Source: an optimization exercise on an open RTL-to-GDS flow (aim: a short achievable clock period and few clock cycles). Production flows keep margins and buffers that such runs may drop.
Only simulation tests tie the RTL to the original design; equivalence was not proved.
Power and IR drop assume default switching activity.

==> design/flow/config.mk <==
export PLATFORM = sky130hd
export DESIGN_NAME = cache_top
export DESIGN_NICKNAME = cache_top
export VERILOG_FILES = /design/flow/design.v
export SDC_FILE = /design/flow/constraint.sdc
export NUM_CORES = 4
export LEC_CHECK = 0
export CAP_MARGIN = 20
export CORE_MARGIN = 2
export CORE_UTILIZATION = 40
export SLEW_MARGIN = 20
==> design/flow/constraint.sdc <==
create_clock -name core_clock -period 6.0 [get_ports {clk}]
set_input_delay 1.2000 -clock core_clock [delete_from_list [all_inputs] [get_ports {clk}]]
set_output_delay 1.2000 -clock core_clock [all_outputs]
set_load 0.01 [all_outputs]
==> design/flow/design.v <==
package cache_pkg;
	localparam int DATA_W = 32;
	typedef logic [DATA_W-1:0] word_t;
	typedef enum logic [1:0] {
		CS_IDLE       = 2'b00,
		CS_WRITE_BACK = 2'b01,
		CS_ALLOCATE   = 2'b10
	} cache_state_e;
endpackage
`timescale 1ns/1ps
import cache_pkg::*;
module cache_store
#(
	parameter int ADDR_W     = 30,
	parameter int NUM_SETS   = 8,
	parameter int LINE_WORDS = 4
) (
	input  logic                                   clk,
	input  logic                                   proc_reset,
	input  logic [ADDR_W-1:0]                      proc_addr,
	input  logic [DATA_W-1:0]                                  proc_wdata,
	output logic [DATA_W-1:0]                                  proc_rdata,
	input  logic                                   word_we,
	input  logic                                   line_fill,
	output logic                                   hit,
	output logic                                   victim_dirty,
	output logic [ADDR_W-$clog2(LINE_WORDS)-1:0]   victim_line_addr,
	input  logic [LINE_WORDS*DATA_W-1:0]           mem_rdata,
	output logic [LINE_WORDS*DATA_W-1:0]           mem_wdata
);
	localparam int OFF_W  = $clog2(LINE_WORDS);
	localparam int IDX_W  = $clog2(NUM_SETS);
	localparam int TAG_W  = ADDR_W - IDX_W - OFF_W;
	logic [OFF_W-1:0] req_off;    
	logic [IDX_W-1:0] req_idx;    
	logic [TAG_W-1:0] req_tag;
	assign req_off = proc_addr[OFF_W-1:0];
	assign req_idx = proc_addr[OFF_W +: IDX_W];
	assign req_tag = proc_addr[ADDR_W-1 -: TAG_W];
	logic [NUM_SETS-1:0] valid_q;
	logic [NUM_SETS-1:0] dirty_q;
	logic [TAG_W-1:0]         tag_q  [0:NUM_SETS-1];
	logic [LINE_WORDS*DATA_W-1:0] data_q [0:NUM_SETS-1];    
	logic [TAG_W-1:0]         cur_tag;      
	logic [LINE_WORDS*DATA_W-1:0] cur_line;     
	logic [LINE_WORDS*DATA_W-1:0] line_next;    
	assign cur_tag  = tag_q[req_idx];
	assign cur_line = data_q[req_idx];
	assign hit          = valid_q[req_idx] && (cur_tag == req_tag);
	assign victim_dirty = valid_q[req_idx] && dirty_q[req_idx];
	assign victim_line_addr = {cur_tag, req_idx};
	assign proc_rdata = cur_line[req_off*DATA_W +: DATA_W];
	assign mem_wdata = cur_line;
	always_comb begin
		for (int w = 0; w < LINE_WORDS; w++) begin
			if (line_fill) begin
				line_next[w*DATA_W +: DATA_W] = mem_rdata[w*DATA_W +: DATA_W];
			end else if (w == int'(req_off)) begin
				line_next[w*DATA_W +: DATA_W] = proc_wdata;
			end else begin
				line_next[w*DATA_W +: DATA_W] = cur_line[w*DATA_W +: DATA_W];
			end
		end
	end
	always_ff @(posedge clk) begin
		if (line_fill) begin
			tag_q[req_idx]  <= req_tag;
			data_q[req_idx] <= line_next;
		end else if (word_we) begin
			data_q[req_idx] <= line_next;
		end
	end
	always_ff @(posedge clk or posedge proc_reset) begin
		if (proc_reset) begin
			valid_q <= '0;
			dirty_q <= '0;
		end else if (line_fill) begin
			valid_q[req_idx] <= 1'b1;
			dirty_q[req_idx] <= 1'b0;    
		end else if (word_we) begin
			dirty_q[req_idx] <= 1'b1;
		end
	end
endmodule
`timescale 1ns/1ps
import cache_pkg::*;
module cache_ctrl
#(
	parameter int ADDR_W     = 30,
	parameter int NUM_SETS   = 8,
	parameter int LINE_WORDS = 4
) (
	input  logic                                   clk,
	input  logic                                   proc_reset,
	input  logic                                   proc_read,
	input  logic                                   proc_write,
	input  logic [ADDR_W-1:0]                      proc_addr,
	output logic                                   proc_stall,
	input  logic                                   hit,
	input  logic                                   victim_dirty,
	input  logic [ADDR_W-$clog2(LINE_WORDS)-1:0]   victim_line_addr,
	output logic                                   word_we,
	output logic                                   line_fill,
	input  logic                                   mem_ready,
	output logic                                   mem_read,
	output logic                                   mem_write,
	output logic [ADDR_W-$clog2(LINE_WORDS)-1:0]   mem_addr
);
	localparam int OFF_W = $clog2(LINE_WORDS);
	localparam int IDX_W = $clog2(NUM_SETS);
	localparam int TAG_W = ADDR_W - IDX_W - OFF_W;
	cache_pkg::cache_state_e     state_q;
	cache_pkg::cache_state_e     state_d;
	logic             req_valid;    
	logic             req_wr;
	logic             miss;
	logic [IDX_W-1:0] req_idx;
	logic [TAG_W-1:0] req_tag;
	assign req_valid = proc_read ^ proc_write;
	assign req_wr    = proc_write && !proc_read;
	assign miss      = req_valid && !hit;
	assign req_idx = proc_addr[OFF_W +: IDX_W];
	assign req_tag = proc_addr[ADDR_W-1 -: TAG_W];
	always_comb begin
		state_d = state_q;
		case (state_q)
			CS_IDLE: begin
				if (miss) begin
					state_d = victim_dirty ? CS_WRITE_BACK : CS_ALLOCATE;
				end
			end
			CS_WRITE_BACK: begin
				if (mem_ready) begin
					state_d = CS_ALLOCATE;
				end
			end
			CS_ALLOCATE: begin
				if (mem_ready) begin
					state_d = CS_IDLE;    
				end
			end
			default: begin
				state_d = CS_IDLE;
			end
		endcase
	end
	always_ff @(posedge clk or posedge proc_reset) begin
		if (proc_reset) begin
			state_q <= CS_IDLE;
		end else begin
			state_q <= state_d;
		end
	end
	always_comb begin
		proc_stall = 1'b0;
		word_we    = 1'b0;
		line_fill  = 1'b0;
		mem_read   = 1'b0;
		mem_write  = 1'b0;
		mem_addr   = {req_tag, req_idx};    
		case (state_q)
			CS_IDLE: begin
				proc_stall = miss;            
				word_we    = req_wr && hit;
			end
			CS_WRITE_BACK: begin
				proc_stall = 1'b1;
				mem_write  = 1'b1;
				mem_addr   = victim_line_addr;
			end
			CS_ALLOCATE: begin
				proc_stall = 1'b1;
				mem_read   = 1'b1;
				line_fill  = mem_ready;       
			end
			default: begin
				proc_stall = 1'b0;
			end
		endcase
	end
endmodule
`timescale 1ns/1ps
import cache_pkg::*;
module cache_top
#(
	parameter int ADDR_W     = 30,    
	parameter int NUM_SETS   = 8,
	parameter int LINE_WORDS = 4
) (
	input  logic                                   clk,
	input  logic                                   proc_reset,
	input  logic                                   proc_read,
	input  logic                                   proc_write,
	input  logic [ADDR_W-1:0]                      proc_addr,
	input  logic [DATA_W-1:0]                                  proc_wdata,
	output logic                                   proc_stall,
	output logic [DATA_W-1:0]                                  proc_rdata,
	output logic                                   mem_read,
	output logic                                   mem_write,
	output logic [ADDR_W-$clog2(LINE_WORDS)-1:0]   mem_addr,     
	output logic [LINE_WORDS*DATA_W-1:0]           mem_wdata,
	input  logic [LINE_WORDS*DATA_W-1:0]           mem_rdata,
	input  logic                                   mem_ready
);
	logic                                 hit;
	logic                                 victim_dirty;
	logic [ADDR_W-$clog2(LINE_WORDS)-1:0] victim_line_addr;
	logic                                 word_we;
	logic                                 line_fill;
	cache_store #(
		.ADDR_W     (ADDR_W),
		.NUM_SETS   (NUM_SETS),
		.LINE_WORDS (LINE_WORDS)
	) u_store (
		.clk              (clk),
		.proc_reset       (proc_reset),
		.proc_addr        (proc_addr),
		.proc_wdata       (proc_wdata),
		.proc_rdata       (proc_rdata),
		.word_we          (word_we),
		.line_fill        (line_fill),
		.hit              (hit),
		.victim_dirty     (victim_dirty),
		.victim_line_addr (victim_line_addr),
		.mem_rdata        (mem_rdata),
		.mem_wdata        (mem_wdata)
	);
	cache_ctrl #(
		.ADDR_W     (ADDR_W),
		.NUM_SETS   (NUM_SETS),
		.LINE_WORDS (LINE_WORDS)
	) u_ctrl (
		.clk              (clk),
		.proc_reset       (proc_reset),
		.proc_read        (proc_read),
		.proc_write       (proc_write),
		.proc_addr        (proc_addr),
		.proc_stall       (proc_stall),
		.hit              (hit),
		.victim_dirty     (victim_dirty),
		.victim_line_addr (victim_line_addr),
		.word_we          (word_we),
		.line_fill        (line_fill),
		.mem_ready        (mem_ready),
		.mem_read         (mem_read),
		.mem_write        (mem_write),
		.mem_addr         (mem_addr)
	);
endmodule
==> design/flow/run.sh <==
#!/bin/bash
# synth_recipe.tcl (not shown) runs the flow's synth.tcl, then flattens the netlist and writes it again
# the make line also repeats each setting of config.mk as NAME=value (left out here)
make -C /OpenROAD-flow-scripts/flow DESIGN_CONFIG=/design/flow/config.mk WORK_HOME=/design/flow/orfs CLKGATE_MAP_FILE= SYNTH_SCRIPT=/design/flow/synth_recipe.tcl finish
==> results by group <==
Floorplan
  • Rows: about 130
  • Initial Utilization: 0.402
  • Die Ht: 356 um
  • Top-Level Pins: approximately 390
  • DIE AREA: between 100000 and 150000 um^2
  • Die Wd: 356 um
  • Core outline area: 123000 um^2

Final layout
  • Design area: approximately 60000 um^2
  • Layout cells sized above 1: 0.148
  • Layout Area Growth over Synthesis: 22.3%
  • Nets@finish: 3624

Placement
  • Area of placed instances: around 57000 um^2
  • GP Congestion: about 0.81
  • Pre-CTS setup slack: around 0.35 ns
  • I/O Buffers: roughly 390
  • Hpwl dp: roughly 100000 um

Pwr
  • P_int: 15.6 mW
  • Switch share: 0.259
  • Sw Pwr: 5.46 mW
  • Leakage: 20.1 nW
  • Tot Pwr: approximately 21 mW
  • Pwr dens: approximately 350 nW/um^2
  • Max VDD drop: between 0.0002 and 0.00025 V
  • Share of power burned in registers: 0.504
  • Power share of the combinational group: 0.150
  • Clock share of power: 0.346

Synthesis
  • Post-synth top area share: 0.741
  • Unique masters post-synth: 63
  • Most frequent cell after synthesis: edfxtp_1
  • Net Count, Synth: 3122
  • FF+latch count, synth: around 1.2k
  • List of most frequent post-synthesis cells: edfxtp_1 (1224), a22oi_1 (272), nor2_1 (221)
  • Number of synthesized flops with an enable pin: roughly 1.2k
  • Post-Syn Instances: approximately 2.9k
  • Ranking of synthesized cells by area: edfxtp_1 (74%), mux2i_1 (4.4%), a22oi_1 (4.1%)
  • Asr flop ratio synth: 0.0145
  • Mean area per synthesized cell: ~17 um^2
  • Fraction of the yosys area taken by sequential cells: 0.750
  • Ys flop type: edfxtp_1
  • Yosys top cell by area: edfxtp_1
  • Synth Cell Area: between 40000 and 50000 um^2
  • Yosys warning total: 2

CTS
  • Cts bufs inserted: roughly 120
  • Clock root buffer: clkbuf_16
  • CTS Buffer Depth: 3
  • H-tree levels: 3
  • CTS sink count: 1242
  • Cts-stage hold buffer count: 0
  • Clock latency (worst-skew pair): slightly above 0.7 ns
  • CTS tree: yes
  • CTS resizes: 0
  • Clock transition at path regs: roughly 0.060 ns
  • Post-CTS setup buffers: 0

Worst hold path
  • Worst Hold Endpoint: u_store.valid_q[5]
  • Hold wc startpoint: u_store.valid_q[5]
  • Worst Hold Class: reg2reg
  • Worst hold stages: 1

STA
  • Final hold viol count: 0
  • Fin Setup TNS: 0 ns
  • Worst Tran Pin Value: 1.05 ns
  • Final Skew: 0.0396 ns
  • Slew Viols, Final: 0
  • Unrepaired setup endpoints after global routing: false
  • Slew HR: 0.302
  • Fin worst setup slack: 0.404 ns
  • Final setup violation count: 0
  • Period utilization: 0.933
  • Fmax: roughly 180 MHz
  • Crit path time final: ~5.6 ns

Critical path
  • Worst EP arrival: between 4 and 5 ns
  • Crit Path Category: in2out
  • CP Max Fanout: 28
  • CP Capture Type: primary output
  • R2r endpoint: u_store.data_q[1][16]
  • Reg2Reg Depth: 9
  • R2R Setup Slk: approximately 2.2 ns
  • Critical Path Source Type: primary input
  • Critical Path RT: 4.80 ns
  • Reg-to-Reg Start: u_store.tag_q[2][9]

Global routing
  • Grt ovf: 0
  • First-pass GRT wire length: between 200000 and 250000 um
  • Largest net degree at the start of global routing: 110
  • Vias in the first global route: ~29k
  • Initial antenna violation count: 5
  • GRT Util Overall: 0.243

Routing
  • Drt initial violations: between 4k and 5k
  • Via Count: a little over 30k
  • Antenna viol nets, final: 0
  • Per-cell routed wire length: around 30 um
  • Drt pass-1 iters: 6
  • Vias per cell: slightly below 6
  • DRC viols: 0
  • Final WL: approximately 160000 um

Outcome
  • Outcome: no timing/DRC/antenna violations

Run
  • Max_cap viols: 0
==> cell usage in the layout, fill, tap and decap left out, types with 8 or more instances in the layout <==
| cell type | instances |
|---|---|
| clkinv_2 | 17 |
| dfrtp_1 | 18 |
| xor2_1 | 15 |
| buf_12 | 58 |
| a22oi_1 | 272 |
| a222oi_1 | 23 |
| clkdlybuf4s50_1 | 371 |
| o22ai_1 | 8 |
| nor2_2 | 8 |
| nand3_1 | 69 |
| a21oi_1 | 191 |
| edfxtp_1 | 1224 |
| clkbuf_16 | 122 |
| mux2i_1 | 216 |
| a22o_1 | 24 |
| nor3_1 | 10 |
| mux2_2 | 36 |
| a221oi_1 | 60 |
| buf_4 | 149 |
| nand2b_1 | 14 |
| nand4_1 | 39 |
| clkbuf_1 | 41 |
| clkinv_1 | 26 |
| o21ai_1 | 10 |
| a221o_1 | 23 |
| nor2_1 | 210 |
| o21ai_0 | 16 |
| ha_1 | 8 |
| mux4_2 | 75 |
| a21oi_4 | 8 |
| nand2_1 | 35 |
| mux2_1 | 27 |
==> flip-flops by register name (all words and copies together), names as in the netlist, named ones only <==
register,flops
u_store.data_q,1024
u_store.tag_q,200
u_store.valid_q,8
u_ctrl.state_q,2
==> kinds of logic (layout without fill, tap and decap cells) <==
| logic type | after synthesis | count (layout) | synth area share |
|---|---|---|---|
| other | 0 | 1 | 0 |
| flip-flops | 1242 | 1242 | 0.750 |
| AND/OR/NAND/NOR | 424 | 424 | 0.0393 |
| buffers and inverters | 210 | 815 | 0.0194 |
| AO/OA/AOI/OAI | 660 | 660 | 0.0938 |
| multiplexers | 355 | 355 | 0.0923 |
| XOR/XNOR | 20 | 20 | 0.00353 |
| adder cells (fa/ha/maj) | 8 | 8 | 0.00202 |
==> how the worst max path moves through the flow <==
stage	depth (start not counted)	from	slack (ns)	endpoint
2_1_floorplan	12	proc_addr[4]	-1.05	u_store.data_q[0][0]
3_3_place_gp	11	proc_addr[3]	0.40	proc_stall
3_5_place_dp	11	proc_addr[3]	0.35	proc_stall
4_1_cts	11	proc_addr[3]	0.35	proc_stall
5_1_grt	11	proc_addr[3]	0.26	proc_stall
6_report	11	proc_addr[3]	0.40	proc_stall
==> stage by stage <==
step,instances,utilization,hold slack (ns)
6_report,5162,0.492,0.460
5_1_grt,5161,0.492,0.475
4_1_cts,5161,0.492,0.462
3_5_place_dp,4935,0.461,0.448
3_3_place_gp,4935,0.461,0.449
2_1_floorplan,2919,-,0.428
==> layer usage <==
layer | global-route usage | part of all wire | vias up
met3 | 0.0456 | 0.087 | 187
met1 | 0.357 | 0.43 | 15800
met2 | 0.375 | 0.46 | 1562
met4 | 0.0587 | 0.023 | 4
li1 | - | - | 12900
met5 | 0 | 0.00015 | -
==> power by group through the flow <==
| stage | combinational (mW) | clock [mW] | sequential, mW |
|---|---|---|---|
| floorplan | 1.49 | 0 | 10.8 |
| finish | 3.16 | 7.29 | 10.6 |
| detailed placement | 3.11 | 0 | 10.8 |
| CTS | 3.13 | 7.37 | 10.6 |
| global placement | 3.08 | 0 | 10.8 |
| global route | 3.32 | 7.69 | 10.6 |
==> area by class of cell <==
cell class	instances	area (um^2)
clock inverter	59	509
antenna	1	2.50
tap	1637	2050
inverter	9	33.8
fill	10300	62800
timing repair buffer	580	6010
multi-input combinational	1467	11600
clock buffer	167	3260
sequential	1242	37200
==> critical path, cell delays in order <==
cell,delay (ns)
buf_4,0.41
buf_4,0.26
mux4_2,0.53
mux2i_4,0.17
xor2_1,0.29
nand3_1,0.13
nor4_2,0.29
and4_4,0.34
nor3b_1,0.07
o21ba_2,0.19
clkdlybuf4s50_1,0.47
Testbench counts, summed over its fixed seeds: cycles 88,724.

## afterwards: timing with drivers on the ports
How much do the figures lean on ideal ports? The routed layout below was timed once more, with nothing changed but the port constraints. Step 1, drivers: a clkbuf_16 drives clk and a buf_2 each remaining input, both assumed. Step 2 moves the port delays by t, midway between the first and last clock arrival at a register: inputs arrive t later, outputs are due t later. That takes back most of the time a late clock gives input paths. Three values: ideal ports, drivers, drivers and shift; two values: the first two.
t, ns: 0.784
setup WS [ns]: 0.404 / 0.376 / 0.376
cell pins on the clock port's net: 1
After both steps this run still meets setup and hold. For this run, drivers alone change the setup slack by -0.028 ns; drivers and shift together by -0.028 ns.
